Background: an optimization exercise with open tools, aiming at a short achievable clock period and few clock cycles. Do not read the settings as production practice.
Where RTL was checked, it was by simulation tests only, not by an equivalence proof against the original.
No functional check of the RTL was part of runs 1, 2 and 4 to 6.
No activity file was given, so power comes from the tool's default toggle rates.

`flow/design.v`:
```
package isa_pkg;
    localparam logic [4:0] OPC_NOP   = 5'b00000;
    localparam logic [4:0] OPC_HALT  = 5'b00001;
    localparam logic [4:0] OPC_LOAD  = 5'b00010;
    localparam logic [4:0] OPC_STORE = 5'b00011;
    localparam logic [4:0] OPC_SLL   = 5'b00100;
    localparam logic [4:0] OPC_SRL   = 5'b00101;
    localparam logic [4:0] OPC_ADD   = 5'b01000;
    localparam logic [4:0] OPC_ADDI  = 5'b01001;
    localparam logic [4:0] OPC_SUB   = 5'b01010;
    localparam logic [4:0] OPC_SUBI  = 5'b01011;
    localparam logic [4:0] OPC_CMP   = 5'b01100;
    localparam logic [4:0] OPC_AND   = 5'b01101;
    localparam logic [4:0] OPC_OR    = 5'b01110;
    localparam logic [4:0] OPC_XOR   = 5'b01111;
    localparam logic [4:0] OPC_LDIH  = 5'b10000;
    localparam logic [4:0] OPC_JUMP  = 5'b11000;
    localparam logic [4:0] OPC_BZ    = 5'b11010;
    localparam logic [4:0] OPC_BNZ   = 5'b11011;
    localparam logic [4:0] OPC_BN    = 5'b11100;
    localparam logic [4:0] OPC_BNN   = 5'b11101;
    localparam logic [15:0] NOP_WORD = 16'h0000;
endpackage
package pipe_pkg;
    localparam int DATA_W    = 16;
    localparam int REG_COUNT = 8;
    localparam int REG_IDX_W = 3;
    localparam logic [REG_IDX_W-1:0] ZERO_REG = '0;
endpackage
import isa_pkg::*;
import pipe_pkg::*;
module pcpu_top (
    input  logic              clock,
    input  logic              reset,
    input  logic              i_enable,
    input  logic              i_start,
    input  logic [pipe_pkg::DATA_W-1:0] i_i_data,
    input  logic [pipe_pkg::DATA_W-1:0] i_d_rdata,
    output logic [7:0]        o_i_addr,
    output logic [7:0]        o_d_addr,
    output logic [pipe_pkg::DATA_W-1:0] o_d_wdata,
    output logic              o_d_we,
    output logic              o_running
);
    logic       running;     
    logic       started;     
    logic       halt_seen;   
    logic [7:0] fa;          
    logic [7:1]  e_we;       
    logic        e_wr;       
    logic [2:0]  e_dest;
    logic        e_st;
    logic        e_ld;
    logic        e_setf;
    logic        e_bz, e_bnz, e_bn, e_bnn;   
    logic [15:0] x_a, x_b;
    logic        x_c;
    logic [15:0] l_a, l_b;
    logic        l_x, l_n;
    logic [15:0] sl_a, sr_a;
    logic [3:0]  sl_n, sr_n;
    logic [15:0] sl_m, sr_m;
    logic [7:0]  m_a, m_b;
    logic [15:0] e_s;        
    logic        zf;
    logic        nf;
    logic [15:0] regs [1:7];
    logic [15:0] sum, r_log, r_sll, r_srl;
    logic [15:0] e_result;
    logic        z_add, z_log, z_sll, z_srl;
    logic        zc, nc, zn, nn;
    logic        e_take;
    logic [7:0]  m_sum;
    logic [15:0] ks_g [0:4];
    logic [15:0] ks_p [0:4];
    logic [16:0] carry;
    always_comb begin
        ks_g[0] = x_a & x_b;
        ks_p[0] = x_a ^ x_b;
        for (int l = 0; l < 4; l++) begin
            for (int i = 0; i < 16; i++) begin
                if (i >= (1 << l)) begin
                    ks_g[l+1][i] = ks_g[l][i] | (ks_p[l][i] & ks_g[l][i-(1<<l)]);
                    ks_p[l+1][i] = ks_p[l][i] & ks_p[l][i-(1<<l)];
                end else begin
                    ks_g[l+1][i] = ks_g[l][i];
                    ks_p[l+1][i] = ks_p[l][i];
                end
            end
        end
        carry = {ks_g[4], 1'b0};
    end
    assign sum   = (ks_p[0] ^ {16{x_c}}) ^ carry[15:0];
    assign r_log = ({16{l_x}} & (l_a ^ l_b)) | ({16{l_n}} & (l_a & l_b));
    assign r_sll = sl_a << sl_n;
    assign r_srl = sr_a >> sr_n;
    assign e_result = sum | r_log | r_sll | r_srl | ({16{e_ld}} & i_d_rdata);
    assign z_add = x_c ? (ks_p[0] == 16'hffff)
                       : (((x_a[0] ^ x_b[0]) == 1'b0) &&
                          ((x_a[15:1] ^ x_b[15:1]) == (x_a[14:0] | x_b[14:0])));
    assign z_log = (r_log == 16'h0000);
    assign z_sll = ((sl_a & sl_m) == 16'h0000);
    assign z_srl = ((sr_a & sr_m) == 16'h0000);
    assign zc = z_add & z_log & z_sll & z_srl;
    assign nc = sum[15] | r_log[15] | r_sll[15] | r_srl[15];
    assign zn = e_setf ? zc : zf;
    assign nn = e_setf ? nc : nf;
    assign m_sum  = m_a + m_b;
    assign e_take = (e_bz & zf) | (e_bnz & ~zf) | (e_bn & nf) | (e_bnn & ~nf);
    assign o_i_addr  = fa;
    assign o_d_addr  = m_sum;
    assign o_d_wdata = e_s;
    assign o_d_we    = e_st;
    assign o_running = running;
    logic [15:0] w;
    logic [4:0]  op;
    logic [2:0]  f1, f2, f3;
    logic        d_ld, d_st, d_sll, d_srl, d_add, d_addi, d_sub, d_subi, d_cmp;
    logic        d_and, d_or, d_xor, d_ldih, d_jmp, d_bz, d_bnz, d_bn, d_bnn, d_halt;
    logic        d_wr, d_setf, d_cond, d_bb, d_sub_any, d_adder, d_logic;
    logic        sel_a1, sel_a2, sel_b3;
    logic [15:0] imm_b;
    logic [15:0] ra1, ra2, ra3;
    logic        fw1, fw2, fw3;
    logic        fwd_a, fwd_b, fwd_s;
    logic [15:0] a_val, b_val, s_next;
    logic        take;
    logic [15:0] mask_l, mask_r;
    assign w  = i_i_data;
    assign op = w[15:11];
    assign f1 = w[10:8];
    assign f2 = w[6:4];
    assign f3 = w[2:0];
    assign d_ld   = (op == OPC_LOAD);
    assign d_st   = (op == OPC_STORE);
    assign d_sll  = (op == OPC_SLL);
    assign d_srl  = (op == OPC_SRL);
    assign d_add  = (op == OPC_ADD);
    assign d_addi = (op == OPC_ADDI);
    assign d_sub  = (op == OPC_SUB);
    assign d_subi = (op == OPC_SUBI);
    assign d_cmp  = (op == OPC_CMP);
    assign d_and  = (op == OPC_AND);
    assign d_or   = (op == OPC_OR);
    assign d_xor  = (op == OPC_XOR);
    assign d_ldih = (op == OPC_LDIH);
    assign d_jmp  = (op == OPC_JUMP);
    assign d_bz   = (op == OPC_BZ);
    assign d_bnz  = (op == OPC_BNZ);
    assign d_bn   = (op == OPC_BN);
    assign d_bnn  = (op == OPC_BNN);
    assign d_halt = (op == OPC_HALT);
    assign d_cond    = d_bz | d_bnz | d_bn | d_bnn;
    assign d_bb      = d_cond && (f1 != 3'd0);
    assign d_sub_any = d_sub | d_subi | d_cmp;
    assign d_adder   = d_add | d_addi | d_sub | d_subi | d_cmp | d_ldih;
    assign d_logic   = d_and | d_or | d_xor;
    assign d_setf    = d_sll | d_srl | d_adder & ~d_ldih | d_logic;
    assign d_wr      = (d_ld | d_sll | d_srl | d_add | d_addi | d_sub | d_subi | d_logic |
                        d_ldih) && (f1 != 3'd0);
    assign sel_a1 = d_addi | d_subi | d_bb;
    assign sel_a2 = d_ld | d_st | d_sll | d_srl | d_add | d_sub | d_cmp | d_logic;
    assign sel_b3 = d_add | d_sub | d_cmp | d_logic;
    always_comb begin
        if (d_ldih)
            imm_b = {w[7:0], 8'h00};
        else if (d_ld | d_st | d_sll | d_srl)
            imm_b = {12'h000, w[3:0]};
        else
            imm_b = {8'h00, w[7:0]};
    end
    assign ra1 = (f1 == 3'd0) ? 16'h0000 : regs[f1];
    assign ra2 = (f2 == 3'd0) ? 16'h0000 : regs[f2];
    assign ra3 = (f3 == 3'd0) ? 16'h0000 : regs[f3];
    assign fw1 = e_wr && (e_dest == f1);
    assign fw2 = e_wr && (e_dest == f2);
    assign fw3 = e_wr && (e_dest == f3);
    assign fwd_a = (sel_a1 & fw1) | (sel_a2 & fw2);
    assign fwd_b = sel_b3 & fw3;
    assign fwd_s = fw1;
    always_comb begin
        if (fwd_a)
            a_val = e_result;
        else
            a_val = ({16{sel_a1}} & ra1) | ({16{sel_a2}} & ra2);
        if (fwd_b)
            b_val = e_result;
        else
            b_val = sel_b3 ? ra3 : imm_b;
        s_next = fwd_s ? e_result : ra1;
    end
    assign mask_l = 16'hffff >> w[3:0];
    assign mask_r = 16'hffff << w[3:0];
    assign take = d_jmp | ((f1 == 3'd0) & ((d_bz & zn) | (d_bnz & ~zn) | (d_bn & nn) | (d_bnn & ~nn)));
    logic take_start;
    logic fetch;      
    logic issue_ok;   
    logic issue;      
    assign take_start = i_start && !started;
    assign fetch      = (running && !halt_seen) || take_start;
    assign issue_ok   = fetch && !e_take;
    assign issue      = issue_ok && !d_halt;
    always_ff @(posedge clock or negedge reset) begin
        if (!reset) begin
            running   <= 1'b0;
            started   <= 1'b0;
            halt_seen <= 1'b0;
            fa        <= '0;
            e_we      <= '0;
            e_wr      <= 1'b0;
            e_st      <= 1'b0;
            e_setf    <= 1'b0;
            e_bz      <= 1'b0;
            e_bnz     <= 1'b0;
            e_bn      <= 1'b0;
            e_bnn     <= 1'b0;
        end else if (i_enable) begin
            if (take_start) begin
                started   <= 1'b1;
                running   <= 1'b1;
                halt_seen <= d_halt;
            end else if (running && (halt_seen || (d_halt && issue_ok))) begin
                running <= 1'b0;
            end
            if (e_take)
                fa <= m_sum;
            else if (fetch)
                fa <= take ? w[7:0] : fa + 8'd1;
            for (int k = 1; k < 8; k++)
                e_we[k] <= issue && d_wr && (f1 == 3'(k));
            e_wr   <= issue && d_wr;
            e_st   <= issue && d_st;
            e_setf <= issue && d_setf;
            e_bz   <= issue && d_bb && d_bz;
            e_bnz  <= issue && d_bb && d_bnz;
            e_bn   <= issue && d_bb && d_bn;
            e_bnn  <= issue && d_bb && d_bnn;
        end
    end
    always_ff @(posedge clock) begin
        if (i_enable) begin
            e_dest <= f1;
            e_ld   <= d_ld;
            x_a    <= d_adder ? (d_sub_any ? ~a_val : a_val) : 16'h0000;
            x_b    <= d_adder ? b_val : 16'h0000;
            x_c    <= d_adder & d_sub_any;
            l_a    <= d_logic ? a_val : 16'h0000;
            l_b    <= d_logic ? b_val : 16'h0000;
            l_x    <= d_xor | d_or;
            l_n    <= d_and | d_or;
            sl_a   <= d_sll ? a_val : 16'h0000;
            sr_a   <= d_srl ? a_val : 16'h0000;
            sl_n   <= w[3:0];
            sr_n   <= w[3:0];
            sl_m   <= mask_l;
            sr_m   <= mask_r;
            m_a    <= a_val[7:0];
            m_b    <= d_cond ? w[7:0] : {4'h0, w[3:0]};
            e_s    <= s_next;
            if (e_setf) begin
                zf <= zc;
                nf <= nc;
            end
            for (int k = 1; k < 8; k++)
                if (e_we[k])
                    regs[k] <= e_result;
        end
    end
endmodule
```
`flow/run.sh`:
```
#!/bin/bash
# synth_recipe.tcl (not shown) runs the flow's synth.tcl, then flattens the netlist and writes it again
# the make line also repeats each setting of config.mk as NAME=value (left out here)
make -C /OpenROAD-flow-scripts/flow DESIGN_CONFIG=/design/flow/config.mk WORK_HOME=/design/flow/orfs CLKGATE_MAP_FILE= SYNTH_SCRIPT=/design/flow/synth_recipe.tcl finish
```
`flow/config.mk`:
```
export PLATFORM = sky130hd
export DESIGN_NAME = pcpu_top
export DESIGN_NICKNAME = pcpu_top
export VERILOG_FILES = /design/flow/design.v
export SDC_FILE = /design/flow/constraint.sdc
export NUM_CORES = 4
export LEC_CHECK = 0
export ABC_CLOCK_PERIOD_IN_PS = 1500
export CAP_MARGIN = 20
export CORE_MARGIN = 2
export CORE_UTILIZATION = 40
export SETUP_SLACK_MARGIN = 2.7
export SLEW_MARGIN = 20
```
`flow/constraint.sdc`:
```
create_clock -name core_clock -period 4.5 [get_ports {clock}]
set_input_delay 0.9000 -clock core_clock [delete_from_list [all_inputs] [get_ports {clock}]]
set_output_delay 0.9000 -clock core_clock [all_outputs]
set_load 0.01 [all_outputs]
```
==> qor.txt, run 1 <==
Finished Layout Cells - 2521
switching portion of total power - 0.301
Die H - 212 µm
Critical Path Sink Type - primary output
CTS clk-pin slew, worst paths - 0.06 ns
Worst Path Arrival - 2.49 ns
Setup TNS - 0 ns
pwr/cell area - 346 mW/mm²
Worst setup SP type - flip-flop
Critical R2R Launch - m_b[0]
sequential element share of the synthesized area - 0.492
GRT overflow - 0
Root Buffer - clkbuf_16
first-pass GRT wire length - 92.6 mm
Post-synth ARST share - 0.0865
H-tree depth - 1
Slew @ Worst Pin - 0.933 ns
Final ANT Viol Nets - 0
Post-Synthesis Net Count - 1762
# clock sinks - 289
Mapped Cells - 1671
Leakage - 8.86 nW
CP max-delay cell - edfxtp_1
clock share of power - 0.327
VDD IR-drop max - 0.000298 V
vias in the first global route - 14647
Core Rows - 76
crit-path cells - ha_1, a21o_1, a21oi_2, o21bai_1, a21oi_2, o21bai_1, a21oi_2, xnor2_2, buf_2
Synth area leaders - edfxtp_1 46%, mux2i_1 5.1%, a21oi_1 4.6%, ha_1 3.9%, dfrtp_1 3.6%
mapped cell area - 0.0174 mm²
max_slew headroom - 0.378
Placeable Area - 0.0430 mm²
leading area contributor after synthesis - edfxtp_1
CTS buffer count - 31
DR vias - 15010
I/O Buffers - 69
cts hold-fix bufs - 0
Synth Warn # - 20
RR Endpoint - fa[3]
final hold vios - 0
sequential fraction of design power - 0.388
Tmin final - 3.39 ns
placed insts - 2267
Inserted Diodes - 0
clock buffer depth - 3
insertion delay to the later sink of the worst-skew pair - 0.58 ns
CTS tree - done
top cells by count, synth - 264 x edfxtp_1, 164 x nor2_1, 159 x a21oi_1
Setup Viol. Count Final - 0
Slew Viols, Final - 0
worst setup path start - m_a[1]
status - finished clean
combinational fraction of design power - 0.285
Max Cap Violations - 0
post-synth cell types - 74
Hold/Removal Path Class - flip-flop to flip-flop
die width - 212 µm
Critical Path End - o_d_addr[7]
Final Skew - 0.0153 ns
register bit total from synthesis - 289
most used cell, CP - a21oi_2
CP Class - flip-flop to primary output
crit-path max FO - 2
ys flop type - edfxtp_1
Routed WL - 62.9 mm
Post-synth EDFFs - 264
Pint - 0.00580 W
final core occ - 0.559
P&R area growth vs syn - 38.2%
upper clock frequency limit - 295 MHz
delay of the slowest critical-path stage - 0.40 ns
unrepaired setup endpoints after global routing - yes
net switching power - 0.00250 W
fin nets - 2005
initial antenna violation count - 0
top-count cell post-synth - edfxtp_1
period utilization - 0.752
placed inst area - 0.0194 mm²
Reg2Reg Depth - 14
Worst EP required - 3.60 ns
Avg Inst Size Synth - 10.4 µm²
Yosys top cell area share - 0.456
drt via density - 5.95
drt wl/cell - 25.0 µm
Starting Density - 0.404
Finished Cell Area - 0.0240 mm²
global-route usage over all layers - 0.275
die area - 0.0451 mm²
flop2flop setup slack - 1.13 ns
layout cell share with drive strength beyond 1 - 0.380
GPL Wtd Cong - 0.934
# IOs - 70
DR pass1 iterations - 8
DRC Markers - 0
DP HPWL - 42.1 mm
initial DRC count - 1567
largest net degree at the start of global routing - 147
## stage by stage
stage | total power [W] | hold WS (ns) | setup slack, ns
5_1_grt | 0.00857 | 0.567 | 1.02
3_3_place_gp | 0.00488 | 0.483 | 0.732
3_5_place_dp | 0.00489 | 0.485 | 0.703
4_1_cts | 0.00807 | 0.504 | 1.08
6_report | 0.00831 | 0.537 | 1.11
2_1_floorplan | 0.00429 | 0.459 | 1.67
## final cells by class
class / count / area, µm²
Inverter: 85 / 377
Sequential cell: 289 / 8550
Fill cell: 3568 / 19000
Timing Repair Buffer: 317 / 2960
Tap cell: 585 / 732
Clock buffer: 33 / 783
Clock inverter: 22 / 279
Multi-Input combinational cell: 1189 / 10300
Timing Repair inverter: 1 / 8.76
## cell families after synthesis
group	count (synthesis)	share of synthesized area
adders and majority gates	55	0.0400
AOI/OAI and AO/OA	455	0.162
muxes	133	0.0956
buffers and inverters	194	0.0427
xor gates and xnor gates	81	0.0408
DFF	289	0.492
and+or+nand+nor	464	0.126
## critical path: cells and delay by family, from the launching register on
family                     cells  cell delay [ns]
adders and majority gates      1             0.30
xor gates and xnor gates       1             0.16
buffers and inverters          1             0.16
DFF                            1             0.40
AOI/OAI and AO/OA              6             0.89
## registers in the layout (all words and copies together) (netlist names), 3 cells and up
| name | flops |
|---|---|
| regs | 112 |
| fa | 8 |
| x_a | 16 |
| e_dest | 3 |
| sl_a | 16 |
| m_a | 8 |
| e_s | 16 |
| sr_a | 16 |
| x_b | 16 |
| l_a | 16 |
| e_we | 7 |
| sr_m | 15 |
| m_b | 8 |
| l_b | 16 |
## what timing repair did
action / in CTS / in global routing
setup buffers: 146 / 49
pin swaps: 109 / 70
gates resized for setup: 473 / 143
cloned: 4 / 0
setup endpoints to repair: 306 / 293
## layer usage
| metal | vias to the layer above | GRT usage | part of all wire |
|---|---|---|---|
| met5 | - | 0 | 0 |
| met2 | 748 | 0.449 | 0.47 |
| li1 | 6671 | - | - |
| met4 | 0 | 0.102 | 0.039 |
| met3 | 144 | 0.0400 | 0.081 |
| met1 | 7447 | 0.371 | 0.41 |
## cell usage in the layout (no fill, tap or decap), drive strengths merged, types with 23 or more instances in the layout
master and instances:
clkbuf 34, and2 23, a21oi 159, inv 81, mux4 24, xor2 30
nor3 25, a211oi 28, nor2 164, buf 295, o21ai 116, nand2 118
o22ai 35, xnor2 51, a22oi 25, nor2b 37, dfrtp 25, edfxtp 264
mux2i 88, ha 54
## power groups by stage
stage               combinational, W  clock (W)  sequential [W]
floorplan                    0.00103          0         0.00326
global placement             0.00158          0         0.00330
detailed placement           0.00159          0         0.00330
CTS                          0.00211    0.00274         0.00322
global route                 0.00250    0.00284         0.00323
finish                       0.00237    0.00271         0.00322
## worst min-delay path by stage
stage	cells after the start	from	endpoint	slack, ns
finish	2	e_we[3]	e_we[3]	0.54
global route	2	e_we[4]	e_we[4]	0.57
CTS	2	e_bnz	e_bnz	0.50
detailed placement	1	started	started	0.49
global placement	1	started	started	0.48
floorplan	1	started	started	0.46
==> run 2: changes to the inputs <==
--- a/flow/design.v
+++ b/flow/design.v
@@ -58,19 +58,24 @@
     logic [15:0] l_a, l_b;
     logic        l_x, l_n;
     logic [15:0] sl_a, sr_a;
-    logic [3:0]  sl_n, sr_n;
+    logic [3:0]  sl_lo, sl_hi, sr_lo, sr_hi;   
     logic [15:0] sl_m, sr_m;
-    logic [7:0]  m_a, m_b;
+    logic [7:0]  m_a;
+    logic [3:0]  m_off;
+    logic [7:0]  t_a, t_b;
     logic [15:0] e_s;        
     logic        zf;
     logic        nf;
     logic [15:0] regs [1:7];
-    logic [15:0] sum, r_log, r_sll, r_srl;
+    logic [15:0] sum, r_log;
+    logic [15:0] r_sll, r_srl;
     logic [15:0] e_result;
     logic        z_add, z_log, z_sll, z_srl;
-    logic        zc, nc, zn, nn;
+    logic        zc, nc;
     logic        e_take;
     logic [7:0]  m_sum;
+    logic [7:0]  t_sum;
+    logic [15:0] sl_t, sr_t;
     logic [15:0] ks_g [0:4];
     logic [15:0] ks_p [0:4];
     logic [16:0] carry;
@@ -92,8 +97,24 @@
     end
     assign sum   = (ks_p[0] ^ {16{x_c}}) ^ carry[15:0];
     assign r_log = ({16{l_x}} & (l_a ^ l_b)) | ({16{l_n}} & (l_a & l_b));
-    assign r_sll = sl_a << sl_n;
-    assign r_srl = sr_a >> sr_n;
+    always_comb begin
+        for (int i = 0; i < 16; i++) begin
+            sl_t[i] = 1'b0;
+            sr_t[i] = 1'b0;
+            for (int k = 0; k < 4; k++) begin
+                if (i >= k)     sl_t[i] = sl_t[i] | (sl_lo[k] & sl_a[i-k]);
+                if (i + k < 16) sr_t[i] = sr_t[i] | (sr_lo[k] & sr_a[i+k]);
+            end
+        end
+        for (int i = 0; i < 16; i++) begin
+            r_sll[i] = 1'b0;
+            r_srl[i] = 1'b0;
+            for (int k = 0; k < 4; k++) begin
+                if (i >= 4*k)     r_sll[i] = r_sll[i] | (sl_hi[k] & sl_t[i-4*k]);
+                if (i + 4*k < 16) r_srl[i] = r_srl[i] | (sr_hi[k] & sr_t[i+4*k]);
+            end
+        end
+    end
     assign e_result = sum | r_log | r_sll | r_srl | ({16{e_ld}} & i_d_rdata);
     assign z_add = x_c ? (ks_p[0] == 16'hffff)
                        : (((x_a[0] ^ x_b[0]) == 1'b0) &&
@@ -103,9 +124,24 @@
     assign z_srl = ((sr_a & sr_m) == 16'h0000);
     assign zc = z_add & z_log & z_sll & z_srl;
     assign nc = sum[15] | r_log[15] | r_sll[15] | r_srl[15];
-    assign zn = e_setf ? zc : zf;
-    assign nn = e_setf ? nc : nf;
-    assign m_sum  = m_a + m_b;
+    logic [3:0] ma_g, ma_p;
+    logic [4:0] ma_c;
+    always_comb begin
+        ma_g = m_a[3:0] & m_off;
+        ma_p = m_a[3:0] ^ m_off;
+        ma_c[0] = 1'b0;
+        ma_c[1] = ma_g[0];
+        ma_c[2] = ma_g[1] | (ma_p[1] & ma_g[0]);
+        ma_c[3] = ma_g[2] | (ma_p[2] & ma_g[1]) | (ma_p[2] & ma_p[1] & ma_g[0]);
+        ma_c[4] = ma_g[3] | (ma_p[3] & ma_g[2]) | (ma_p[3] & ma_p[2] & ma_g[1]) |
+                  (ma_p[3] & ma_p[2] & ma_p[1] & ma_g[0]);
+        m_sum[3:0] = ma_p ^ ma_c[3:0];
+        m_sum[4]   = m_a[4] ^ ma_c[4];
+        m_sum[5]   = m_a[5] ^ (ma_c[4] & m_a[4]);
+        m_sum[6]   = m_a[6] ^ (ma_c[4] & m_a[4] & m_a[5]);
+        m_sum[7]   = m_a[7] ^ (ma_c[4] & m_a[4] & m_a[5] & m_a[6]);
+    end
+    assign t_sum  = t_a + t_b;
     assign e_take = (e_bz & zf) | (e_bnz & ~zf) | (e_bn & nf) | (e_bnn & ~nf);
     assign o_i_addr  = fa;
     assign o_d_addr  = m_sum;
@@ -124,7 +160,6 @@
     logic        fw1, fw2, fw3;
     logic        fwd_a, fwd_b, fwd_s;
     logic [15:0] a_val, b_val, s_next;
-    logic        take;
     logic [15:0] mask_l, mask_r;
     assign w  = i_i_data;
     assign op = w[15:11];
@@ -191,7 +226,26 @@
     end
     assign mask_l = 16'hffff >> w[3:0];
     assign mask_r = 16'hffff << w[3:0];
-    assign take = d_jmp | ((f1 == 3'd0) & ((d_bz & zn) | (d_bnz & ~zn) | (d_bn & nn) | (d_bnn & ~nn)));
+    logic       r0_cond, tests_z, on_one, late_z, late_n, take_early;
+    logic [7:0] fa_seq, fa_one, fa_zero, fa_early, fa_next;
+    assign r0_cond    = d_cond && (f1 == 3'd0);
+    assign tests_z    = d_bz | d_bnz;
+    assign on_one     = d_bz | d_bn;
+    assign take_early = d_jmp | (r0_cond & ((d_bz & zf) | (d_bnz & ~zf) | (d_bn & nf) | (d_bnn & ~nf)));
+    assign fa_seq     = fa + 8'd1;
+    assign fa_one     = on_one ? w[7:0] : fa_seq;    
+    assign fa_zero    = on_one ? fa_seq : w[7:0];
+    assign fa_early   = e_take ? t_sum : (take_early ? w[7:0] : fa_seq);
+    assign late_z     = !e_take && r0_cond && e_setf && tests_z;
+    assign late_n     = !e_take && r0_cond && e_setf && !tests_z;
+    always_comb begin
+        if (late_z)
+            fa_next = zc ? fa_one : fa_zero;
+        else if (late_n)
+            fa_next = nc ? fa_one : fa_zero;
+        else
+            fa_next = fa_early;
+    end
     logic take_start;
     logic fetch;      
     logic issue_ok;   
@@ -222,10 +276,8 @@
             end else if (running && (halt_seen || (d_halt && issue_ok))) begin
                 running <= 1'b0;
             end
-            if (e_take)
-                fa <= m_sum;
-            else if (fetch)
-                fa <= take ? w[7:0] : fa + 8'd1;
+            if (fetch)
+                fa <= fa_next;
             for (int k = 1; k < 8; k++)
                 e_we[k] <= issue && d_wr && (f1 == 3'(k));
             e_wr   <= issue && d_wr;
@@ -250,12 +302,18 @@
             l_n    <= d_and | d_or;
             sl_a   <= d_sll ? a_val : 16'h0000;
             sr_a   <= d_srl ? a_val : 16'h0000;
-            sl_n   <= w[3:0];
-            sr_n   <= w[3:0];
+            for (int k = 0; k < 4; k++) begin
+                sl_lo[k] <= d_sll && (w[1:0] == 2'(k));
+                sl_hi[k] <= d_sll && (w[3:2] == 2'(k));
+                sr_lo[k] <= d_srl && (w[1:0] == 2'(k));
+                sr_hi[k] <= d_srl && (w[3:2] == 2'(k));
+            end
             sl_m   <= mask_l;
             sr_m   <= mask_r;
             m_a    <= a_val[7:0];
-            m_b    <= d_cond ? w[7:0] : {4'h0, w[3:0]};
+            m_off  <= w[3:0];
+            t_a    <= d_bb ? a_val[7:0] : 8'h00;
+            t_b    <= d_bb ? w[7:0] : 8'h00;
             e_s    <= s_next;
             if (e_setf) begin
                 zf <= zc;
==> run 2 against run 1 <==
Effect of this change: first-iteration DRC count up 34%; flip-flop and latch count up 28; via count up 15%; synthesized cell count up 10%; clock-buffer cell count up 10; core utilization down 0.057 points; power up 0.17%; routed wire length up 18%; clock skew up 0.0045 ns.
==> qor.txt, run 2 <==
# clock sinks - 317
Post-synth EDFFs - 292
clock buffer depth - 3
placed insts - 2444
Filler Cell Count - 3901
Slew @ Worst Pin - 0.806 ns
leading area contributor after synthesis - edfxtp_1
pwr/cell area - 314 mW/mm²
H-tree depth - 2
Synth area leaders - edfxtp_1 46%, ha_1 4.0%, a21oi_1 3.8%, nor2_1 3.3%, mux2i_1 3.3%
final core occ - 0.558
Largest Register - regs
Reg2Reg Depth - 12
Hold/Removal Path Class - flip-flop to flip-flop
mapped cell area - 0.0192 mm²
Yosys top cell area share - 0.456
register bit total from synthesis - 317
VDD IR-drop max - 0.000297 V
Hold Crit Depth - 2
Mapped Cells - 1842
Starting Density - 0.404
Routed WL - 74.0 mm
top-count cell post-synth - edfxtp_1
Tmin final - 3.43 ns
CP Class - flip-flop to primary output
top cells by count, synth - 292 x edfxtp_1, 171 x nor2_1, 144 x a21oi_1
Worst EP required - 3.60 ns
Critical Path Sink Type - primary output
drt via density - 6.27
DR pass1 iterations - 10
global-route usage over all layers - 0.290
fin nets - 2205
Avg Inst Size Synth - 10.4 µm²
Placeable Area - 0.0475 mm²
final hold vios - 0
I/O Buffers - 69
Inserted Diodes - 0
initial antenna violation count - 0
max FFs per register - 112
upper clock frequency limit - 292 MHz
P&R area growth vs syn - 38.1%
Synth Warn # - 20
most common cell after layout, fill and taps aside - edfxtp_1
most frequent cells in the layout - 292 x edfxtp_1, 157 x buf_4, 143 x nor2_1
ys flop type - edfxtp_1
die width - 223 µm
Core Rows - 80
GRT overflow - 0
Final WS setup - 1.07 ns
Slew Viols, Final - 0
Leakage - 10.1 nW
GPL Wtd Cong - 1.00
dpl ws - 0.623 ns
Worst Path Arrival - 2.53 ns
Max Cap Violations - 0
Post-Synthesis Net Count - 1941
post-synth cell types - 89
Post-synth ARST share - 0.0789
drt wl/cell - 26.9 µm
Setup Viol. Count Final - 0
die area - 0.0498 mm²
sequential element share of the synthesized area - 0.489
Final ANT Viol Nets - 0
layout cell share with drive strength beyond 1 - 0.371
# IOs - 70
Finished Layout Cells - 2748
Die H - 223 µm
Worst setup SP type - flip-flop
CTS clk-pin slew, worst paths - 0.06 ns
insertion delay to the later sink of the worst-skew pair - 0.57 ns
crit-path max FO - 2
Root Buffer - clkbuf_16
max_slew headroom - 0.462
status - finished clean
vias in the first global route - 16650
first-pass GRT wire length - 108 mm
largest net degree at the start of global routing - 70
initial DRC count - 2106
period utilization - 0.761
unrepaired setup endpoints after global routing - yes
CTS buffer count - 38
CTS tree - done
Final Skew - 0.0198 ns
DR vias - 17226
DRC Markers - 0
DP HPWL - 47.8 mm
cts hold-fix bufs - 0
Setup TNS - 0 ns
-- run 2: cell count changes after synthesis, sizes merged, moves of 14 or more --
cell / before / now
nand3: 18 / 54
nand2: 118 / 134
mux2i: 88 / 64
a222oi: 13 / 28
o21ai: 116 / 101
a21oi: 159 / 145
nor2b: 37 / 23
buf: 23 / 49
a22oi: 25 / 69
edfxtp: 264 / 292
inv: 84 / 99
-- run 2: cell families after synthesis --
group | synth area share
flops | 0.489
mux | 0.0726
simple gates | 0.136
xor+xnor | 0.0328
fa+ha+maj | 0.0418
buf+inv | 0.0481
compound gates | 0.180
-- run 2: final timing paths --
path | start | endpoint | slack, ns
worst max-delay path | m_a[1] | o_d_addr[7] | 1.07
worst min-delay path | started | started | 0.47
worst max register to register | x_a[6] | e_s[15] | 1.47
worst min register to register | started | started | 0.47
max in group asynchronous | reset | fa[3] | 3.47
min in group asynchronous | reset | started | 0.72
-- run 2: timing repair --
item / CTS / global route
pin swaps: 117 / 96
resized for setup: 524 / 151
buffers inserted: 171 / 57
endpoints found under the setup margin: 468 / 304
cloned: 9 / 0
-- run 2: critical path, cell delays in order (launching register included) --
cell	delay (ns)
edfxtp_1	0.46
ha_1	0.32
a21o_1	0.17
a21oi_2	0.15
o21bai_1	0.10
ha_2	0.19
ha_4	0.16
ha_4	0.15
xor2_2	0.13
buf_2	0.14
-- run 2: area by class of cell --
| cell class | instances | area [µm²] | area share |
|---|---|---|---|
| clock buffers | 43 | 970 | 0.0365 |
| clock inverters | 24 | 243 | 0.00915 |
| inverters | 101 | 447 | 0.0168 |
| multi-input cells | 1303 | 11200 | 0.421 |
| flip-flops and latches | 317 | 9400 | 0.354 |
| well taps | 615 | 769 | 0.0290 |
| repair buffers | 345 | 3550 | 0.134 |
-- run 2: per-stage QoR --
stage / power, W / hold WS (ns) / instance area, µm²
5_1_grt: 0.00856 / 0.537 / 26500
3_5_place_dp: 0.00475 / 0.463 / 21200
4_1_cts: 0.00816 / 0.476 / 25400
3_3_place_gp: 0.00474 / 0.457 / 21200
2_1_floorplan: 0.00432 / 0.440 / 20600
6_report: 0.00832 / 0.473 / 26500
-- run 2: per-layer routing --
layer  vias up  wire length [µm]  global-route usage
li1       7450                 -                   -
met1      8530             28800               0.381
met2      1008             34500               0.472
met3       238              6760              0.0473
met4         0              3910               0.135
met5         -                 0                   0
-- run 2: power breakdown --
part	leakage, nW	switching, W	internal, W	total (W)
Combinational	6.40	0.00102	0.000795	0.00182
Sequential	3.12	0.000106	0.00334	0.00344
Clock	0.582	0.00128	0.00179	0.00306
Total	10.1	0.00240	0.00592	0.00832
==> run 3: changes to the inputs <==
--- a/flow/design.v
+++ b/flow/design.v
@@ -126,6 +126,7 @@
     assign nc = sum[15] | r_log[15] | r_sll[15] | r_srl[15];
     logic [3:0] ma_g, ma_p;
     logic [4:0] ma_c;
+    logic [3:0] ma_hi1;
     always_comb begin
         ma_g = m_a[3:0] & m_off;
         ma_p = m_a[3:0] ^ m_off;
@@ -135,11 +136,9 @@
         ma_c[3] = ma_g[2] | (ma_p[2] & ma_g[1]) | (ma_p[2] & ma_p[1] & ma_g[0]);
         ma_c[4] = ma_g[3] | (ma_p[3] & ma_g[2]) | (ma_p[3] & ma_p[2] & ma_g[1]) |
                   (ma_p[3] & ma_p[2] & ma_p[1] & ma_g[0]);
+        ma_hi1 = m_a[7:4] + 4'd1;
         m_sum[3:0] = ma_p ^ ma_c[3:0];
-        m_sum[4]   = m_a[4] ^ ma_c[4];
-        m_sum[5]   = m_a[5] ^ (ma_c[4] & m_a[4]);
-        m_sum[6]   = m_a[6] ^ (ma_c[4] & m_a[4] & m_a[5]);
-        m_sum[7]   = m_a[7] ^ (ma_c[4] & m_a[4] & m_a[5] & m_a[6]);
+        m_sum[7:4] = ma_c[4] ? ma_hi1 : m_a[7:4];
     end
     assign t_sum  = t_a + t_b;
     assign e_take = (e_bz & zf) | (e_bnz & ~zf) | (e_bn & nf) | (e_bnn & ~nf);
==> run 3 against run 2 <==
Effect of this change: still clean on timing, DRC and antenna; global-route usage decreased by 0.36 points; hold slack better by 0.016 ns; maximum frequency up 7.3%; power rose by 6.7%; non-clock buffer count fell by 8; die area barely moved; critical path type unchanged; largest power group unchanged.
==> qor.txt, run 3 <==
total power - 0.00889 W
post-synth cell types - 79
clock buffer depth - 3
drt via density - 6.26
Final ANT Viol Nets - 0
Post-synth ARST share - 0.0789
Synth Warn # - 20
Setup TNS - 0 ns
initial antenna violation count - 0
CTS buffer count - 35
GRT overflow - 0
Slew Viols, Final - 0
Routed WL - 73.9 mm
switching portion of total power - 0.302
final hold vios - 0
dpl ws - 0.549 ns
Post-Synthesis Net Count - 1946
largest net degree at the start of global routing - 90
most frequent cells in the layout - 292 x edfxtp_1, 135 x buf_4, 127 x nor2_1
cts hold-fix bufs - 0
pwr/cell area - 333 mW/mm²
placed insts - 2451
combinational fraction of design power - 0.264
Pint - 0.00620 W
H-tree depth - 2
crit-path max FO - 3
Tmin final - 3.19 ns
Placeable Area - 0.0475 mm²
vias in the first global route - 16245
CTS tree - done
first-pass GRT wire length - 106 mm
Worst setup SP type - flip-flop
clock share of power - 0.336
Slew @ Worst Pin - 0.887 ns
Critical Path Sink Type - primary output
leading area contributor after synthesis - edfxtp_1
most common cell after layout, fill and taps aside - edfxtp_1
insertion delay to the later sink of the worst-skew pair - 0.56 ns
Yosys top cell area share - 0.457
DP HPWL - 50.3 mm
# clock sinks - 317
mapped cell area - 0.0192 mm²
max FFs per register - 112
Root Buffer - clkbuf_16
I/O Buffers - 69
ys flop type - edfxtp_1
sequential fraction of design power - 0.400
Hold/Removal Path Class - flip-flop to flip-flop
top cells by count, synth - 292 x edfxtp_1, 177 x nor2_1, 128 x nand2_1
Worst Path Arrival - 2.29 ns
layout cell share with drive strength beyond 1 - 0.389
CP Class - flip-flop to primary output
Inserted Diodes - 0
Core Rows - 80
fin nets - 2192
initial DRC count - 2445
net switching power - 0.00268 W
Worst EP required - 3.60 ns
Largest Register - regs
drt wl/cell - 27.0 µm
GPL Wtd Cong - 0.964
Mapped Cells - 1849
Avg Inst Size Synth - 10.4 µm²
Starting Density - 0.404
Synth area leaders - edfxtp_1 46%, ha_1 3.8%, mux2i_1 3.6%, nor2_1 3.5%, a21oi_1 3.3%
Final Skew - 0.0248 ns
die area - 0.0498 mm²
Die H - 223 µm
max_slew headroom - 0.403
die width - 223 µm
sequential element share of the synthesized area - 0.489
DR pass1 iterations - 11
Post-synth EDFFs - 292
global-route usage over all layers - 0.287
Min Hold Slack - 0.489 ns
P&R area growth vs syn - 39.1%
Max Cap Violations - 0
upper clock frequency limit - 313 MHz
Leakage - 9.83 nW
Filler Cell Count - 3838
period utilization - 0.709
VDD IR-drop max - 0.000265 V
Finished Layout Cells - 2735
Final WS setup - 1.31 ns
Setup Viol. Count Final - 0
top-count cell post-synth - edfxtp_1
unrepaired setup endpoints after global routing - yes
CTS clk-pin slew, worst paths - 0.06 ns
DRC Markers - 0
DR vias - 17113
# IOs - 70
register bit total from synthesis - 317
status - finished clean
[run 3: layout make-up]
| cell class | instances | area [µm²] | share of cell area |
|---|---|---|---|
| tap | 615 | 769 | 0.0288 |
| multi-input combinational | 1313 | 11500 | 0.430 |
| sequential | 317 | 9400 | 0.352 |
| inverter | 91 | 425 | 0.0159 |
| clock buffer | 40 | 895 | 0.0335 |
| clock inverter | 22 | 290 | 0.0109 |
| timing repair buffer | 337 | 3450 | 0.129 |
[run 3: kinds of logic (layout without fill, tap and decap cells)]
group,count (synthesis),count (layout),synth area share
simple gates,560,560,0.139
compound gates,501,502,0.176
flops,317,317,0.489
buf+inv,220,490,0.0448
mux,114,114,0.0752
xor+xnor,76,76,0.0358
fa+ha+maj,61,61,0.0405
[run 3: critical path: stages (launching register included)]
cell	delay, ns
edfxtp_1	0.42
ha_1	0.30
a21o_1	0.19
a21oi_4	0.15
nor2b_2	0.06
or2_4	0.24
nand4_1	0.12
xnor2_2	0.12
buf_2	0.14
[run 3: power groups by stage]
stage	clock network, W	registers, W	logic [W]
after floorplan	0	0.00356	0.00109
after global placement	0	0.00364	0.00161
after detailed placement	0	0.00364	0.00161
after CTS	0.00301	0.00355	0.00211
after global routing	0.00312	0.00356	0.00247
final	0.00299	0.00355	0.00234
[run 3: metrics by stage]
step	util	cell area, µm²
after CTS	0.534	25400
after global placement	0.447	21200
after detailed placement	0.447	21200
after global routing	0.562	26700
after floorplan	-	20500
final	0.562	26700
[run 3: worst paths after layout]
path,start,endpoint,slack [ns],cells after the start
setup / recovery,m_a[1],o_d_addr[7],1.31,8
hold / removal,e_we[3],e_we[3],0.49,1
setup reg to reg,x_a[8],fa[1],1.35,13
hold reg to reg,e_we[3],e_we[3],0.49,1
max in group asynchronous,reset,started,3.46,2
min in group asynchronous,reset,fa[7],0.74,2
[run 3: timing repair]
| item | CTS | global route |
|---|---|---|
| gates resized for setup | 566 | 194 |
| pin swaps | 122 | 109 |
| setup endpoints to repair | 406 | 360 |
| hold endpoints to repair | 0 | 0 |
| gates cloned | 5 | 1 |
| setup buffers | 159 | 57 |
[run 3: metal layers]
layer	up-vias	wire [µm]	GRT usage
li1	7456	-	-
met5	-	0	0
met1	8497	29500	0.392
met4	0	3560	0.114
met2	982	34200	0.455
met3	178	6660	0.0491
Testbench counts of run 3, summed over its fixed seeds: cycles 13,930.
==> run 4: changes to the inputs <==
--- a/flow/design.v
+++ b/flow/design.v
@@ -60,8 +60,10 @@
     logic [15:0] sl_a, sr_a;
     logic [3:0]  sl_lo, sl_hi, sr_lo, sr_hi;   
     logic [15:0] sl_m, sr_m;
-    logic [7:0]  m_a;
-    logic [3:0]  m_off;
+    logic [7:0]  d_addr;
+    logic [7:0]  c_p, c_q;
+    logic        c_cin;
+    logic        e_sh;       
     logic [7:0]  t_a, t_b;
     logic [15:0] e_s;        
     logic        zf;
@@ -73,7 +75,6 @@
     logic        z_add, z_log, z_sll, z_srl;
     logic        zc, nc;
     logic        e_take;
-    logic [7:0]  m_sum;
     logic [7:0]  t_sum;
     logic [15:0] sl_t, sr_t;
     logic [15:0] ks_g [0:4];
@@ -124,26 +125,10 @@
     assign z_srl = ((sr_a & sr_m) == 16'h0000);
     assign zc = z_add & z_log & z_sll & z_srl;
     assign nc = sum[15] | r_log[15] | r_sll[15] | r_srl[15];
-    logic [3:0] ma_g, ma_p;
-    logic [4:0] ma_c;
-    logic [3:0] ma_hi1;
-    always_comb begin
-        ma_g = m_a[3:0] & m_off;
-        ma_p = m_a[3:0] ^ m_off;
-        ma_c[0] = 1'b0;
-        ma_c[1] = ma_g[0];
-        ma_c[2] = ma_g[1] | (ma_p[1] & ma_g[0]);
-        ma_c[3] = ma_g[2] | (ma_p[2] & ma_g[1]) | (ma_p[2] & ma_p[1] & ma_g[0]);
-        ma_c[4] = ma_g[3] | (ma_p[3] & ma_g[2]) | (ma_p[3] & ma_p[2] & ma_g[1]) |
-                  (ma_p[3] & ma_p[2] & ma_p[1] & ma_g[0]);
-        ma_hi1 = m_a[7:4] + 4'd1;
-        m_sum[3:0] = ma_p ^ ma_c[3:0];
-        m_sum[7:4] = ma_c[4] ? ma_hi1 : m_a[7:4];
-    end
     assign t_sum  = t_a + t_b;
     assign e_take = (e_bz & zf) | (e_bnz & ~zf) | (e_bn & nf) | (e_bnn & ~nf);
     assign o_i_addr  = fa;
-    assign o_d_addr  = m_sum;
+    assign o_d_addr  = d_addr;
     assign o_d_wdata = e_s;
     assign o_d_we    = e_st;
     assign o_running = running;
@@ -225,6 +210,17 @@
     end
     assign mask_l = 16'hffff >> w[3:0];
     assign mask_r = 16'hffff << w[3:0];
+    logic [7:0] addr_rf, addr_fw, addr_next, cs_p, cs_q, cs_s, cs_c;
+    logic       hazard;
+    assign cs_p    = c_p;
+    assign cs_q    = c_q | r_log[7:0] | ({8{e_ld}} & i_d_rdata[7:0]);
+    assign cs_s    = cs_p ^ cs_q ^ {4'h0, w[3:0]};
+    assign cs_c    = {(cs_p[6:0] & cs_q[6:0]) | (cs_p[6:0] & {3'h0, w[3:0]}) |
+                      (cs_q[6:0] & {3'h0, w[3:0]}), c_cin};
+    ks_add8 u_addr_rf (.i_a(ra2[7:0]), .i_b({4'h0, w[3:0]}), .o_sum(addr_rf));
+    ks_add8 u_addr_fw (.i_a(cs_s), .i_b(cs_c), .o_sum(addr_fw));
+    assign addr_next = fw2 ? addr_fw : addr_rf;
+    assign hazard    = (d_ld | d_st) && fw2 && e_sh;
     logic       r0_cond, tests_z, on_one, late_z, late_n, take_early;
     logic [7:0] fa_seq, fa_one, fa_zero, fa_early, fa_next;
     assign r0_cond    = d_cond && (f1 == 3'd0);
@@ -234,7 +230,7 @@
     assign fa_seq     = fa + 8'd1;
     assign fa_one     = on_one ? w[7:0] : fa_seq;    
     assign fa_zero    = on_one ? fa_seq : w[7:0];
-    assign fa_early   = e_take ? t_sum : (take_early ? w[7:0] : fa_seq);
+    assign fa_early   = e_take ? t_sum : (hazard ? fa : (take_early ? w[7:0] : fa_seq));
     assign late_z     = !e_take && r0_cond && e_setf && tests_z;
     assign late_n     = !e_take && r0_cond && e_setf && !tests_z;
     always_comb begin
@@ -252,7 +248,7 @@
     assign take_start = i_start && !started;
     assign fetch      = (running && !halt_seen) || take_start;
     assign issue_ok   = fetch && !e_take;
-    assign issue      = issue_ok && !d_halt;
+    assign issue      = issue_ok && !d_halt && !hazard;
     always_ff @(posedge clock or negedge reset) begin
         if (!reset) begin
             running   <= 1'b0;
@@ -309,8 +305,11 @@
             end
             sl_m   <= mask_l;
             sr_m   <= mask_r;
-            m_a    <= a_val[7:0];
-            m_off  <= w[3:0];
+            d_addr <= addr_next;
+            c_p    <= d_adder ? a_val[7:0] : 8'h00;
+            c_q    <= d_adder ? (d_sub_any ? ~b_val[7:0] : b_val[7:0]) : 8'h00;
+            c_cin  <= d_sub_any;
+            e_sh   <= d_sll | d_srl;
             t_a    <= d_bb ? a_val[7:0] : 8'h00;
             t_b    <= d_bb ? w[7:0] : 8'h00;
             e_s    <= s_next;
@@ -324,3 +323,27 @@
         end
     end
 endmodule
+module ks_add8 (
+    input  logic [7:0] i_a,
+    input  logic [7:0] i_b,
+    output logic [7:0] o_sum
+);
+    logic [7:0] g [0:3];
+    logic [7:0] p [0:3];
+    always_comb begin
+        g[0] = i_a & i_b;
+        p[0] = i_a ^ i_b;
+        for (int l = 0; l < 3; l++) begin
+            for (int i = 0; i < 8; i++) begin
+                if (i >= (1 << l)) begin
+                    g[l+1][i] = g[l][i] | (p[l][i] & g[l][i-(1<<l)]);
+                    p[l+1][i] = p[l][i] & p[l][i-(1<<l)];
+                end else begin
+                    g[l+1][i] = g[l][i];
+                    p[l+1][i] = p[l][i];
+                end
+            end
+        end
+        o_sum = p[0] ^ {g[3][6:0], 1'b0};
+    end
+endmodule
==> run 4 against run 3 <==
Effect of this change: non-clock buffer count rose by 11; synthesized cell count up 0.11%; combinational power grew 3%; largest power group unchanged.
==> qor.txt, run 4 <==
status - finished clean
final hold vios - 0
Post-Synthesis Net Count - 1962
DR vias - 17283
Die H - 226 µm
top-count cell post-synth - edfxtp_1
unrepaired setup endpoints after global routing - yes
top cells by count, synth - 306 x edfxtp_1, 197 x nor2_1, 164 x nand2_1
clock buffer depth - 3
Slew Viols, Final - 0
Post-synth ARST share - 0.0755
Post-synth EDFFs - 306
VDD IR-drop max - 0.000244 V
drt via density - 6.15
Final Skew - 0.0261 ns
post-synth cell types - 80
initial antenna violation count - 1
period utilization - 0.688
Largest Register - regs
combinational fraction of design power - 0.260
dpl ws - 0.628 ns
Yosys top cell area share - 0.467
Avg Inst Size Synth - 10.6 µm²
net switching power - 0.00276 W
Placeable Area - 0.0487 mm²
placed inst area - 0.0218 mm²
Inserted Diodes - 0
max_slew headroom - 0.0999
CTS buffer count - 38
CP Class - input pin to flip-flop
sequential element share of the synthesized area - 0.499
Leakage - 10.2 nW
pwr/cell area - 339 mW/mm²
Root Buffer - clkbuf_16
Slew @ Worst Pin - 1.34 ns
layout cell share with drive strength beyond 1 - 0.371
H-tree depth - 2
vias in the first global route - 16860
CTS clk-pin slew, worst paths - 0.06 ns
P&R area growth vs syn - 38.9%
DR pass1 iterations - 6
clock share of power - 0.343
Tmin final - 3.09 ns
leading area contributor after synthesis - edfxtp_1
met2 Resource Use GR - 0.459
global-route usage over all layers - 0.280
Final ANT Viol Nets - 0
most frequent cells in the layout - 306 x edfxtp_1, 147 x nor2_1, 139 x buf_4
Global Route met3 Usage - 0.0429
DP HPWL - 47.3 mm
mapped cell area - 0.0197 mm²
area of the multi-input gates - 0.0113 mm²
Seq. cell area - 0.00982 mm²
ys flop type - edfxtp_1
sequential fraction of design power - 0.397
Worst Path Arrival - 3.54 ns
Critical R2R Launch - x_b[6]
fin nets - 2232
Core Rows - 81
Final WS setup - 1.41 ns
# IOs - 70
Setup TNS - 0 ns
hold path start - e_bz
Synth area leaders - edfxtp_1 47%, ha_1 4.3%, nor2_1 3.8%, a21oi_1 3.3%, a22oi_1 3.3%
GRT overflow - 0
# clock sinks - 331
GPL Wtd Cong - 0.912
upper clock frequency limit - 323 MHz
drt wl/cell - 26.2 µm
max FFs per register - 112
cts hold-fix bufs - 0
grt peak-use layer - met2
switching portion of total power - 0.298
Worst EP required - 4.95 ns
Starting Density - 0.404
crit-path max FO - 11
Max Cap Violations - 0
Hold/Removal Path Class - flip-flop to flip-flop
Routed WL - 73.7 mm
Mapped Cells - 1851
insertion delay to the later sink of the worst-skew pair - 0.57 ns
largest net degree at the start of global routing - 179
GR Util met1 - 0.362
first-pass GRT wire length - 106 mm
most common cell after layout, fill and taps aside - edfxtp_1
Setup Viol. Count Final - 0
Critical Path Sink Type - flip-flop
Worst setup SP type - input pin
Synth Warn # - 23
Pint - 0.00650 W
CTS tree - done
die area - 0.0510 mm²
register bit total from synthesis - 331
Finished Cell Area - 0.0273 mm²
I/O Buffers - 69
die width - 226 µm
initial DRC count - 2082
worst setup path start - i_i_data[15]
DRC Markers - 0
Filler Cell Count - 3991
[run 4: cell count changes in the layout (fill, tap and decap cells not counted), sizes merged, moves of 19 or more]
cell	previous run	this run
a22oi	63	89
a221oi	8	27
nor2	177	197
nand3	62	29
nand2	128	166
[run 4: power groups by stage]
stage	registers [W]	clock network, W	logic (W)
6_report	0.00368	0.00318	0.00241
5_1_grt	0.00369	0.00333	0.00254
4_1_cts	0.00367	0.00321	0.00216
3_5_place_dp	0.00376	0	0.00169
3_3_place_gp	0.00376	0	0.00168
2_1_floorplan	0.00372	0	0.00112
[run 4: layout make-up]
cell class                 instances  area share
tap                              664      0.0304
clock buffer                      43      0.0362
clock inverter                    24     0.00929
multi-input combinational       1304       0.414
timing repair buffer             348       0.134
inverter                          98      0.0169
sequential                       331       0.359
[run 4: cells by family (layout without fill, tap and decap cells)]
family | count (synthesis) | count (layout) | share of synthesized area
flops | 331 | 331 | 0.499
buf+inv | 220 | 513 | 0.0435
mux | 118 | 118 | 0.0776
simple gates | 520 | 523 | 0.118
xor+xnor | 82 | 83 | 0.0369
fa+ha+maj | 75 | 75 | 0.0504
compound gates | 505 | 505 | 0.175
[run 4: worst max-delay path, stage by stage]
cell and delay, ns:
clkbuf_4 0.24, buf_4 0.21, nand2_1 0.19, nor3_1 1.06, xnor2_4 0.26, buf_4 0.22
mux2_4 0.29, o22ai_2 0.09, a21oi_1 0.06
[run 4: timing repair]
item,4_1_cts,5_1_grt
cloned,6,5
resized for setup,507,182
setup buffers,156,59
pin swaps,125,86
endpoints found under the setup margin,460,496
[run 4: final timing paths]
path                            endpoint  slack (ns)  cells past startpoint
worst min-delay path                e_bz        0.50                      1
worst max register to register     fa[0]        1.42                     12
max in group asynchronous          fa[3]        3.47                      2
worst min register to register      e_bz        0.50                      1
min in group asynchronous           e_bn        0.74                      2
worst max-delay path               fa[7]        1.41                      9
[run 4: per-layer routing]
layer,share of wire,vias to the layer above,wire length (µm)
met3,0.076,225,5620
met5,0.00012,-,9
met1,0.39,8654,28900
li1,-,7505,-
met4,0.054,2,4010
met2,0.48,897,35200
[run 4: per-stage QoR]
stage,hold WS [ns],cells,util,power [W]
finish,0.502,2812,0.561,0.00926
global route,0.515,2812,0.561,0.00956
CTS,0.496,2748,0.533,0.00904
detailed placement,0.482,2519,0.448,0.00546
global placement,0.461,2519,0.448,0.00544
floorplan,0.450,1851,-,0.00484
==> run 5: changes to the inputs <==
--- a/flow/config.mk
+++ b/flow/config.mk
@@ -5,9 +5,9 @@
 export SDC_FILE = /design/flow/constraint.sdc
 export NUM_CORES = 4
 export LEC_CHECK = 0
-export ABC_CLOCK_PERIOD_IN_PS = 1500
 export CAP_MARGIN = 20
 export CORE_MARGIN = 2
-export CORE_UTILIZATION = 40
+export CORE_UTILIZATION = 60
+export PLACE_DENSITY = 0.75
 export SETUP_SLACK_MARGIN = 2.7
 export SLEW_MARGIN = 20
==> run 5 against run 4 <==
Effect of this change: still clean on timing, DRC and antenna; clock power hardly changed; routed wire length is 6.8% higher; combinational power is 5% higher; synthesized area stayed put; hold slack worse by 0.024 ns; final area is 0.66% lower; non-clock buffer count is 14 higher; first-iteration DRC count is 41% higher; core utilization is 28 points higher; die area is 33% lower; via count is 7.4% higher; critical path depth is 3 higher; largest cell class unchanged.
==> qor.txt, run 5 <==
Starting Density - 0.606
max_slew headroom - 0.412
Placeable Area - 0.0325 mm²
sequential element share of the synthesized area - 0.499
max FFs per register - 112
Routed WL - 78.8 mm
I/O Buffers - 69
CTS clk-pin slew, worst paths - 0.06 ns
initial DRC count - 2928
status - finished clean
post-synth cell types - 80
GPL Wtd Cong - 0.957
register bit total from synthesis - 331
final core occ - 0.837
global-route usage over all layers - 0.431
Mapped Cells - 1851
top cells by count, synth - 306 x edfxtp_1, 197 x nor2_1, 164 x nand2_1
Synth area leaders - edfxtp_1 47%, ha_1 4.3%, nor2_1 3.8%, a21oi_1 3.3%, a22oi_1 3.3%
pwr/cell area - 344 mW/mm²
die area - 0.0343 mm²
DR vias - 18559
Critical R2R Launch - x_b[4]
Hold Crit Depth - 1
CTS buffer count - 38
unrepaired setup endpoints after global routing - yes
most common cell after layout, fill and taps aside - edfxtp_1
RR Endpoint - x_a[13]
Worst EP required - 4.87 ns
Critical Path Sink Type - flip-flop
# clock sinks - 331
DP HPWL - 44.4 mm
first-pass GRT wire length - 108 mm
GRT overflow - 0
Slew @ Worst Pin - 0.881 ns
VDD IR-drop max - 0.000358 V
Reg2Reg Depth - 12
Final Skew - 0.0278 ns
Max Cap Violations - 0
Die H - 185 µm
Setup Viol. Count Final - 0
# IOs - 70
final hold vios - 0
clock buffer depth - 3
fin nets - 2245
die width - 185 µm
drt via density - 7.12
Core Rows - 66
CP Class - flip-flop to flip-flop
mapped cell area - 0.0197 mm²
Setup TNS - 0 ns
Root Buffer - clkbuf_16
layout cell share with drive strength beyond 1 - 0.381
CTS tree - done
crit-path max FO - 5
Hold EP - e_bz
flop2flop setup slack - 0.94 ns
insertion delay to the later sink of the worst-skew pair - 0.56 ns
Final ANT Viol Nets - 0
initial antenna violation count - 1
Filler Cell Count - 1621
vias in the first global route - 17649
period utilization - 0.792
Post-synth EDFFs - 306
DRC Markers - 0
most frequent cells in the layout - 306 x edfxtp_1, 153 x buf_4, 138 x nand2_1
Largest Register - regs
top-count cell post-synth - edfxtp_1
Synth Warn # - 23
ys flop type - edfxtp_1
Slew Viols, Final - 0
largest net degree at the start of global routing - 93
Tmin final - 3.56 ns
leading area contributor after synthesis - edfxtp_1
Post-Synthesis Net Count - 1962
hold path start - e_bz
Worst Path Arrival - 3.94 ns
Hold/Removal Path Class - flip-flop to flip-flop
H-tree depth - 2
Post-synth ARST share - 0.0755
P&R area growth vs syn - 38.0%
Leakage - 10.3 nW
Worst setup SP type - flip-flop
DR pass1 iterations - 9
Avg Inst Size Synth - 10.6 µm²
upper clock frequency limit - 281 MHz
Yosys top cell area share - 0.467
drt wl/cell - 30.2 µm
==> run 5: worst max path at each step <==
stage | startpoint | end | slack [ns] | cells after the start
finish | x_b[4] | x_a[13] | 0.94 | 12
global route | x_b[4] | x_a[13] | 0.95 | 12
CTS | l_b[1] | d_addr[7] | 1.36 | 16
detailed placement | i_d_rdata[1] | d_addr[7] | 0.59 | 16
global placement | i_d_rdata[0] | d_addr[6] | 0.63 | 17
floorplan | i_i_data[1] | d_addr[7] | 1.19 | 15
==> run 5: critical path, stage by stage (launching register included) <==
cell	delay, ns
edfxtp_1	0.46
inv_1	0.15
ha_4	0.26
and3_4	0.19
a221oi_4	0.47
o221a_4	0.31
buf_12	0.12
o21ai_4	0.06
a21o_1	0.22
xnor2_1	0.17
nand3b_1	0.31
o21ai_2	0.35
mux2i_1	0.31
==> run 5: cells by family after synthesis <==
logic type | Yosys count | synth area share
and+or+nand+nor | 520 | 0.118
adders and majority gates | 75 | 0.0504
xor gates and xnor gates | 82 | 0.0369
AOI/OAI and AO/OA | 505 | 0.175
DFF | 331 | 0.499
muxes | 118 | 0.0776
buffers and inverters | 220 | 0.0435
==> run 5: area by class of cell <==
type,count,area (µm²),area share
Multi-Input combinational cell,1303,11300,0.416
Sequential cell,331,9820,0.362
Timing Repair Buffer,362,3780,0.139
Clock buffer,48,1020,0.0376
Tap cell,442,553,0.0204
Inverter,98,455,0.0168
Clock inverter,21,218,0.00802
Antenna cell,1,2.50,0.0000921
==> run 5: layer usage <==
metal	vias up	wire, µm	track usage
li1	7514	-	-
met5	-	12	0
met3	525	9960	0.0910
met1	8851	26400	0.540
met2	1667	35400	0.681
met4	2	6990	0.275
==> run 5: through the flow <==
| step | instances | hold slack (ns) | worst slack, ns | total power [W] | area [µm²] |
|---|---|---|---|---|---|
| after global placement | 2289 | 0.463 | 0.632 | 0.00540 | 21500 |
| final | 2606 | 0.478 | 0.937 | 0.00935 | 27200 |
| after CTS | 2551 | 0.480 | 1.36 | 0.00897 | 25900 |
| after floorplan | 1851 | 0.450 | 1.19 | 0.00484 | 20800 |
| after detailed placement | 2289 | 0.467 | 0.594 | 0.00542 | 21500 |
| after global routing | 2605 | 0.497 | 0.949 | 0.00957 | 27200 |
==> run 5: timing repair <==
action                     4_1_cts  5_1_grt
setup buffers                  182       52
setup endpoints to repair      467      438
hold buffers                     0        0
pin swaps                       96       86
cloned                          11        2
resized for setup              513      189
==> run 5: power breakdown <==
part / internal, W / switching, W / leakage [nW]
clock: 0.00184 / 0.00131 / 0.609
combinational: 0.00112 / 0.00141 / 6.51
sequential: 0.00355 / 0.000131 / 3.20
total: 0.00651 / 0.00285 / 10.3
==> run 6: changes to the inputs <==
--- a/flow/config.mk
+++ b/flow/config.mk
@@ -7,7 +7,6 @@
 export LEC_CHECK = 0
 export CAP_MARGIN = 20
 export CORE_MARGIN = 2
-export CORE_UTILIZATION = 60
-export PLACE_DENSITY = 0.75
-export SETUP_SLACK_MARGIN = 2.7
+export CORE_UTILIZATION = 40
+export SETUP_SLACK_MARGIN = 1.5
 export SLEW_MARGIN = 20
==> run 6 against run 5 <==
Effect of this change: combinational power is 25% lower; global-route usage shrank 17 points; synthesized cell count unchanged; critical endpoint is now fa[0]; sequential share of layout area is 4.7 points higher; die area grew 49%; clock skew shrank 0.0032 ns; power shrank 4.2%; still clean; setup slack better by 0.36 ns; largest power group unchanged; synthesized area is the same; maximum frequency grew 11%; sequential power about the same; routed wire length shrank 15%.
==> qor.txt, run 6 <==
GR Util met1 - 0.343
placed insts - 2528
DR vias - 16195
Largest Register - regs
P&R area growth vs syn - 22.2%
Die H - 226 µm
# IOs - 70
met2 Resource Use GR - 0.427
vias in the first global route - 15856
# clock sinks - 331
Finished Layout Cells - 2673
Final ANT Viol Nets - 0
Inserted Diodes - 0
sequential element share of the synthesized area - 0.499
Global Route met3 Usage - 0.0324
die width - 226 µm
Max Cap Violations - 0
I/O Buffers - 69
Root Buffer - clkbuf_16
Post-synth EDFFs - 306
Yosys top cell area share - 0.467
CTS clk-pin slew, worst paths - 0.06 ns
die area - 0.0510 mm²
Hold/Removal Path Class - flip-flop to flip-flop
Final Skew - 0.0246 ns
cts hold-fix bufs - 0
ys flop type - edfxtp_1
leading area contributor after synthesis - edfxtp_1
Placeable Area - 0.0487 mm²
unrepaired setup endpoints after global routing - yes
drt wl/cell - 25.0 µm
DR pass1 iterations - 8
Critical Path Sink Type - flip-flop
insertion delay to the later sink of the worst-skew pair - 0.58 ns
DP HPWL - 46.8 mm
Setup TNS - 0 ns
mapped cell area - 0.0197 mm²
max_slew headroom - 0.458
Starting Density - 0.404
initial DRC count - 2045
Min Hold Slack - 0.490 ns
top-count cell post-synth - edfxtp_1
Tmin final - 3.20 ns
most common cell after layout, fill and taps aside - edfxtp_1
first-pass GRT wire length - 98.8 mm
Leakage - 8.96 nW
H-tree depth - 2
Synth area leaders - edfxtp_1 47%, ha_1 4.3%, nor2_1 3.8%, a21oi_1 3.3%, a22oi_1 3.3%
CTS buffer count - 39
drt via density - 6.06
CTS tree - done
Avg Inst Size Synth - 10.6 µm²
period utilization - 0.711
Core Rows - 81
fin nets - 2091
clock buffer depth - 3
grt peak-use layer - met2
top cells by count, synth - 306 x edfxtp_1, 197 x nor2_1, 164 x nand2_1
Routed WL - 66.8 mm
Post-Synthesis Net Count - 1962
upper clock frequency limit - 313 MHz
GRT overflow - 0
Synth Warn # - 23
Slew @ Worst Pin - 0.813 ns
Slew Viols, Final - 0
DRC Markers - 0
Mapped Cells - 1851
Worst Path Arrival - 3.64 ns
max FFs per register - 112
CP Class - flip-flop to flip-flop
Setup Viol. Count Final - 0
initial antenna violation count - 0
largest net degree at the start of global routing - 125
Worst EP required - 4.94 ns
most frequent cells in the layout - 306 x edfxtp_1, 186 x nor2_1, 156 x nand2_1
Worst setup SP type - flip-flop
pwr/cell area - 373 mW/mm²
status - finished clean
post-synth cell types - 80
GPL Wtd Cong - 0.955
global-route usage over all layers - 0.260
final hold vios - 0
layout cell share with drive strength beyond 1 - 0.203
register bit total from synthesis - 331
Post-synth ARST share - 0.0755
VDD IR-drop max - 0.000236 V
crit-path max FO - 5
## run 6: cell counts after synthesis
Identical to the previous run, type by type.
## run 6: stage by stage
step	power [W]	utilization	worst slack (ns)	area, µm²
global placement	0.00535	0.436	0.540	21200
finish	0.00896	0.493	1.30	24000
floorplan	0.00472	-	1.17	19800
global route	0.00926	0.493	1.22	24000
CTS	0.00885	0.480	1.34	23400
detailed placement	0.00536	0.436	0.525	21200
## run 6: layer usage
metal,part of all wire,vias to the layer above
met5,0,-
met2,0.47,806
met4,0.046,0
li1,-,7194
met1,0.41,8015
met3,0.073,180
## run 6: timing repair
action	4_1_cts	5_1_grt
gates resized for setup	97	94
buffers inserted	46	29
endpoints found under the setup margin	162	153
pin swaps	42	43
cloned	0	0
## run 6: layout make-up
class | instances | area [µm²]
clock buffers | 46 | 1020
clock inverters | 24 | 310
fillers | 4357 | 24700
inverters | 98 | 387
multi-input cells | 1300 | 9840
flip-flops and latches | 331 | 9810
well taps | 664 | 831
repair buffers | 210 | 1840
## run 6: worst paths after layout
check                            start  slack, ns  cells after the start      end
worst max-delay path            x_b[3]       1.30                     12    fa[0]
worst min-delay path              e_bn       0.49                      1     e_bn
worst max register to register  x_b[3]       1.30                     12    fa[0]
worst min register to register    e_bn       0.49                      1     e_bn
max in group asynchronous        reset       3.28                      2    fa[6]
min in group asynchronous        reset       0.61                      1  e_we[4]
## run 6: cells by family after synthesis
group / share of synthesized area
buf+inv: 0.0435
compound gates: 0.175
xor+xnor: 0.0369
mux: 0.0776
flops: 0.499
fa+ha+maj: 0.0504
simple gates: 0.118
## run 6: power by group
part	internal (W)	switching (W)
sequential	0.00355	0.000148
clock	0.00203	0.00133
combinational	0.000810	0.00109
total	0.00639	0.00257
## run 6: worst max-delay path, stage by stage, from the launching register on
cell and delay (ns):
edfxtp_1 0.40, buf_4 0.16, ha_4 0.15, a21o_1 0.19
a221oi_4 0.43, o221a_4 0.30, o211ai_4 0.11, mux2i_4 0.22
buf_12 0.16, mux2_4 0.33, or2_4 0.26, a221oi_4 0.23
a211oi_2 0.09

## static timing again, ports no longer ideal
In the flow no input, the clock included, has a driving cell. The finished layouts below were timed again as built, in two steps.
Step 1 (the two cells are an assumption about what drives the block):
set clk [get_ports {clock}]
set_driving_cell -lib_cell sky130_fd_sc_hd__clkbuf_16 $clk
set_driving_cell -lib_cell sky130_fd_sc_hd__buf_2 [delete_from_list [all_inputs] $clk]
Step 2 times the ports against the registers' clock, not the clock port: input delays grow and output delays shrink by t, the midpoint of the rising clock arrivals with the driver on.
Slacks: ideal ports / drivers / drivers and shift; pairs: ideal ports / drivers.
| run | t (ns) | slack for setup (ns) | hold WS [ns] | cell pins on the clock port's net |
|---|---|---|---|---|
| run 1 | 0.627 | 1.114 / 1.063 / 1.082 | 0.537 / 0.537 / 0.537 | 1 |
| run 2 | 0.618 | 1.075 / 1.019 / 1.238 | 0.473 / 0.473 / 0.473 | 1 |
| run 3 | 0.598 | 1.308 / 1.252 / 0.992 | 0.489 / 0.489 / 0.489 | 1 |
| run 4 | 0.615 | 1.406 / 1.422 / 0.828 | 0.502 / 0.502 / 0.502 | 1 |
| run 5 | 0.597 | 0.937 / 0.937 / 0.763 | 0.478 / 0.478 / 0.478 | 1 |
| run 6 | 0.625 | 1.301 / 1.301 / 0.812 | 0.490 / 0.490 / 0.490 | 1 |
After both steps every run listed still meets setup and hold. For run 4, which loses most, drivers alone change the setup slack by +0.016 ns; drivers and shift together by -0.578 ns.
